From an optimization exercise on the open Yosys and OpenROAD flow, aimed at small area; shortcuts taken in it are not production practice.
Function was checked by simulation only, so behaviour that the tests miss may differ from the original.
Power and IR drop assume default switching activity.

==> 12-19: inputs <==
==> flow/design.v <==
package glm_rd_streamer_pkg;
    typedef logic [41:0] t_ccip_clAddr;
    typedef logic [15:0] t_ccip_mdata;
    typedef enum logic [1:0] {eVC_VA = 2'h0, eVC_VL0 = 2'h1, eVC_VH0 = 2'h2, eVC_VH1 = 2'h3} t_ccip_vc;
    typedef enum logic [1:0] {eCL_LEN_1 = 2'h0, eCL_LEN_2 = 2'h1, eCL_LEN_4 = 2'h3} t_ccip_clLen;
    typedef enum logic [3:0] {eREQ_RDLINE_I = 4'h0, eREQ_RDLINE_S = 4'h1} t_ccip_c0_req;
    typedef enum logic [3:0] {eRSP_RDLINE = 4'h0, eRSP_UMSG = 4'h4} t_ccip_c0_rsp;
    typedef struct packed {
        t_ccip_vc     vc_sel;
        logic [1:0]   rsvd1;
        t_ccip_clLen  cl_len;
        t_ccip_c0_req req_type;
        logic [5:0]   rsvd0;
        t_ccip_clAddr address;
        t_ccip_mdata  mdata;
    } t_ccip_c0_ReqMemHdr;
    typedef struct packed {
        t_ccip_c0_ReqMemHdr hdr;
        logic               valid;
    } t_if_ccip_c0_Tx;
    typedef struct packed {
        t_ccip_vc     vc_used;
        logic         rsvd1;
        logic         hit_miss;
        logic [1:0]   rsvd0;
        logic [1:0]   cl_num;
        t_ccip_c0_rsp resp_type;
        t_ccip_mdata  mdata;
    } t_ccip_c0_RspMemHdr;
    typedef struct packed {
        t_ccip_c0_RspMemHdr hdr;
        logic [511:0]       data;
        logic               rspValid;
        logic               mmioRdValid;
        logic               mmioWrValid;
    } t_if_ccip_c0_Rx;
endpackage
module glm_rd_streamer #(
    parameter int MAX_OUTSTANDING = 64,
    parameter int CNT_W           = 32
) (
    input  logic             clk,
    input  logic             reset,
    input  logic             start,
    input  logic [41:0]      base_addr,
    input  logic [CNT_W-1:0] num_lines,
    input  logic             c0TxAlmFull,
    output logic [74:0]      c0Tx,
    input  logic [542:0]     c0Rx,
    output logic             rd_valid,
    output logic [511:0]     rd_data,
    output logic [15:0]      rd_tag,
    output logic             busy,
    output logic             done,
    output logic [31:0]      stat_almfull_cycles
);
    localparam int OW = $clog2(MAX_OUTSTANDING) + 1;
    typedef enum logic [1:0] {IDLE, ISSUE, DRAIN} t_state;
    t_state           r_state, w_next;
    glm_rd_streamer_pkg::t_ccip_clAddr     r_base;
    logic [CNT_W-1:0] r_num, r_issued, r_received;
    logic [OW-1:0]    r_outstanding;
    logic             r_done, r_rd_valid;
    logic [511:0]     r_rd_data;
    logic [15:0]      r_rd_tag;
    glm_rd_streamer_pkg::t_if_ccip_c0_Tx   r_c0tx;
    glm_rd_streamer_pkg::t_if_ccip_c0_Rx   w_rx;
    logic             w_accept, w_issue, w_rsp, w_busy, w_more;
    always_ff @(posedge clk) begin
        if (reset) r_state <= IDLE;
        else r_state <= w_next;
    end
    always_comb begin
        w_next = r_state;
        unique case (r_state)
            IDLE:    w_next = (w_accept && num_lines != '0) ? ISSUE : IDLE;
            ISSUE:   w_next = (w_issue && r_issued + CNT_W'(1) == r_num) ? DRAIN : ISSUE;
            DRAIN:   w_next = (r_received == r_num) ? IDLE : DRAIN;
            default: w_next = IDLE;
        endcase
    end
    always_comb begin
        w_busy   = r_state != IDLE;
        w_more   = r_issued < r_num;
        w_accept = start && !w_busy;
        w_issue  = r_state == ISSUE && !c0TxAlmFull && r_outstanding < OW'(MAX_OUTSTANDING) && w_more;
        w_rsp    = w_busy && w_rx.rspValid && w_rx.hdr.resp_type == glm_rd_streamer_pkg::eRSP_RDLINE;
    end
    always_ff @(posedge clk) begin
        if (reset) begin
            r_base        <= '0;
            r_num         <= '0;
            r_issued      <= '0;
            r_received    <= '0;
            r_outstanding <= '0;
            r_done        <= 1'b0;
            r_c0tx        <= '0;
            r_rd_valid    <= 1'b0;
            r_rd_data     <= '0;
            r_rd_tag      <= '0;
        end else begin
            if (w_accept) begin
                r_base        <= base_addr;
                r_num         <= num_lines;
                r_issued      <= '0;
                r_received    <= '0;
                r_outstanding <= '0;
                r_done        <= num_lines == '0;
            end else begin
                if (w_issue) r_issued <= r_issued + CNT_W'(1);
                if (w_rsp) r_received <= r_received + CNT_W'(1);
                r_outstanding <= r_outstanding + OW'(w_issue) - OW'(w_rsp);
                if (r_state == DRAIN && r_received == r_num) r_done <= 1'b1;
            end
            r_c0tx.valid <= w_issue;
            if (w_issue) begin
                r_c0tx.hdr.vc_sel   <= glm_rd_streamer_pkg::eVC_VA;
                r_c0tx.hdr.rsvd1    <= '0;
                r_c0tx.hdr.cl_len   <= glm_rd_streamer_pkg::eCL_LEN_1;
                r_c0tx.hdr.req_type <= glm_rd_streamer_pkg::eREQ_RDLINE_I;
                r_c0tx.hdr.rsvd0    <= '0;
                r_c0tx.hdr.address  <= r_base + 42'(r_issued);
                r_c0tx.hdr.mdata    <= 16'(r_issued);
            end
            r_rd_valid <= w_rsp;
            if (w_rsp) begin
                r_rd_data <= w_rx.data;
                r_rd_tag  <= w_rx.hdr.mdata;
            end
        end
    end
    logic [31:0] r_stat;
    always_ff @(posedge clk) begin
        if (reset || w_accept) r_stat <= '0;
        else if (r_state == ISSUE && c0TxAlmFull && w_more && r_stat != '1) r_stat <= r_stat + 32'd1;
    end
    assign stat_almfull_cycles = r_stat;
    assign w_rx     = c0Rx;
    assign c0Tx     = r_c0tx;
    assign rd_valid = r_rd_valid;
    assign rd_data  = r_rd_data;
    assign rd_tag   = r_rd_tag;
    assign busy     = w_busy;
    assign done     = r_done;
endmodule
==> flow/run.sh <==
#!/bin/bash
# synth_recipe.tcl (not shown) runs the flow's synth.tcl, then flattens the netlist and writes it again
# the make line also repeats each setting of config.mk as NAME=value (left out here)
make -C /OpenROAD-flow-scripts/flow DESIGN_CONFIG=/design/flow/config.mk WORK_HOME=/design/flow/orfs CLKGATE_MAP_FILE= SYNTH_SCRIPT=/design/flow/synth_recipe.tcl finish
==> flow/config.mk <==
export PLATFORM = sky130hd
export DESIGN_NAME = glm_rd_streamer
export DESIGN_NICKNAME = glm_rd_streamer
export VERILOG_FILES = /design/flow/design.v
export SDC_FILE = /design/flow/constraint.sdc
export NUM_CORES = 4
export LEC_CHECK = 0
export CAP_MARGIN = 20
export CORE_AREA = 5 5 355 355
export DIE_AREA = 0 0 360 360
export SLEW_MARGIN = 20
==> flow/constraint.sdc <==
create_clock -name core_clock -period 5.0 [get_ports {clk}]
set_input_delay 1.0000 -clock core_clock [delete_from_list [all_inputs] [get_ports {clk}]]
set_output_delay 1.0000 -clock core_clock [all_outputs]
set_load 0.01 [all_outputs]
==> 08-10: changes against 12-19 <==
==> flow/design.v (replaced) <==
module glm_rd_streamer #(
    parameter int MAX_OUTSTANDING = 64,
    parameter int CNT_W           = 32
) (
    input  logic             clk,
    input  logic             reset,
    input  logic             start,
    input  logic [41:0]      base_addr,
    input  logic [CNT_W-1:0] num_lines,
    input  logic             c0TxAlmFull,
    output logic [74:0]      c0Tx,
    input  logic [542:0]     c0Rx,
    output logic             rd_valid,
    output logic [511:0]     rd_data,
    output logic [15:0]      rd_tag,
    output logic             busy,
    output logic             done,
    output logic [31:0]      stat_almfull_cycles
);
    localparam int OW = $clog2(MAX_OUTSTANDING) + 1;
    logic             r_busy, r_done, r_first, r_valid, r_rd_valid;
    logic [41:0]      r_addr;
    logic [15:0]      r_tag;
    logic [CNT_W-1:0] r_rem;
    logic [OW-1:0]    r_out;
    logic [511:0]     r_rd_data;
    logic [15:0]      r_rd_tag;
    logic w_accept, w_more, w_issue, w_rsp, w_idle0, w_bump;
    always_comb begin
        w_accept = start && !r_busy;
        w_more   = r_rem != '0;
        w_issue  = r_busy && w_more && !c0TxAlmFull && r_out < OW'(MAX_OUTSTANDING);
        w_rsp    = r_busy && c0Rx[2] && c0Rx[534:531] == 4'h0;
        w_idle0  = !w_more && r_out == '0;    
        w_bump   = w_issue && !r_first;
    end
    always_ff @(posedge clk) begin
        if (reset) begin
            r_busy     <= 1'b0;
            r_done     <= 1'b0;
            r_valid    <= 1'b0;
            r_rd_valid <= 1'b0;
        end else begin
            if (w_accept) begin
                r_busy <= num_lines != '0;
                r_done <= num_lines == '0;
            end else if (r_busy && w_idle0) begin
                r_busy <= 1'b0;
                r_done <= 1'b1;
            end
            r_valid    <= w_issue;
            r_rd_valid <= w_rsp;
        end
    end
    always_ff @(posedge clk) begin
        if (!r_busy) begin
            r_rem   <= num_lines;
            r_addr  <= base_addr;
            r_tag   <= '0;
            r_first <= 1'b1;
            r_out   <= '0;
        end else begin
            r_rem   <= r_rem - CNT_W'(w_issue);
            r_addr  <= r_addr + 42'(w_bump);
            r_tag   <= r_tag + 16'(w_bump);
            if (w_issue) r_first <= 1'b0;
            r_out   <= r_out + OW'(w_issue) - OW'(w_rsp);
        end
    end
    always_ff @(posedge clk) begin
        r_rd_data <= c0Rx[514:3];
        r_rd_tag  <= c0Rx[530:515];
    end
    logic [31:0] r_stat;
    always_ff @(posedge clk) begin
        if (reset || w_accept) r_stat <= '0;
        else if (r_busy && w_more && c0TxAlmFull && r_stat != '1) r_stat <= r_stat + 32'd1;
    end
    assign stat_almfull_cycles = r_stat;
    assign c0Tx     = {16'h0, r_addr, r_tag, r_valid};
    assign rd_valid = r_rd_valid;
    assign rd_data  = r_rd_data;
    assign rd_tag   = r_rd_tag;
    assign busy     = r_busy;
    assign done     = r_done;
endmodule
==> impl_metrics.yaml <==
run_status:
  run_status: "timing/DRC/antenna clean"
final_layout:
  area_growth_pct: 54.1
  clock_buffers: 143
  final_common_cell: "nand2_1"
setup_path:
  crit_path_max_fanout: 4
  crit_arrival_ns: 4.64
Source of the figures above: 12-19

==> impl_metrics.yaml <==
final_layout:
  area_growth_pct: 100
  final_common_cell: "clkdlybuf4s50_1"
  clock_buffers: 115
power:
  switchingPower_mw: 3.73
run_status:
  run_status: "timing/DRC/antenna clean"
setup_path:
  crit_arrival_ns: 4.57
grt:
  grtUsageMet3: 0.233
Source of the figures above: 08-10

-- separate check: timing with driven ports --
No port has a modelled driver above. Below, the same layouts with a new extraction and two added sets of constraints. Step 1 assumes that a clkbuf_16 drives the clock port and a buf_2 every other input. Step 2, shift: input delay + t, output delay - t, t = (earliest + latest rising clock arrival at the registers) / 2. This alone moves slack from input paths to output paths. Slacks: ideal ports / drivers / drivers and shift; pairs: ideal ports / drivers.
run | t, ns | slack for setup (ns) | worst hold slack (ns) | worst setup path at the end | pins driven straight from the clock port
12-19 | 0.764 | 0.923 / 0.923 / 0.882 | 0.451 / 0.451 / 0.451 | input to register | 1
08-10 | 0.722 | 0.974 / 0.974 / 0.911 | 0.447 / 0.447 / 0.447 | input to register | 1
After both steps every run listed still meets setup and hold. The setup slack of 08-10, which loses most, moves by 0.000 ns with the drivers and by -0.063 ns with both steps.
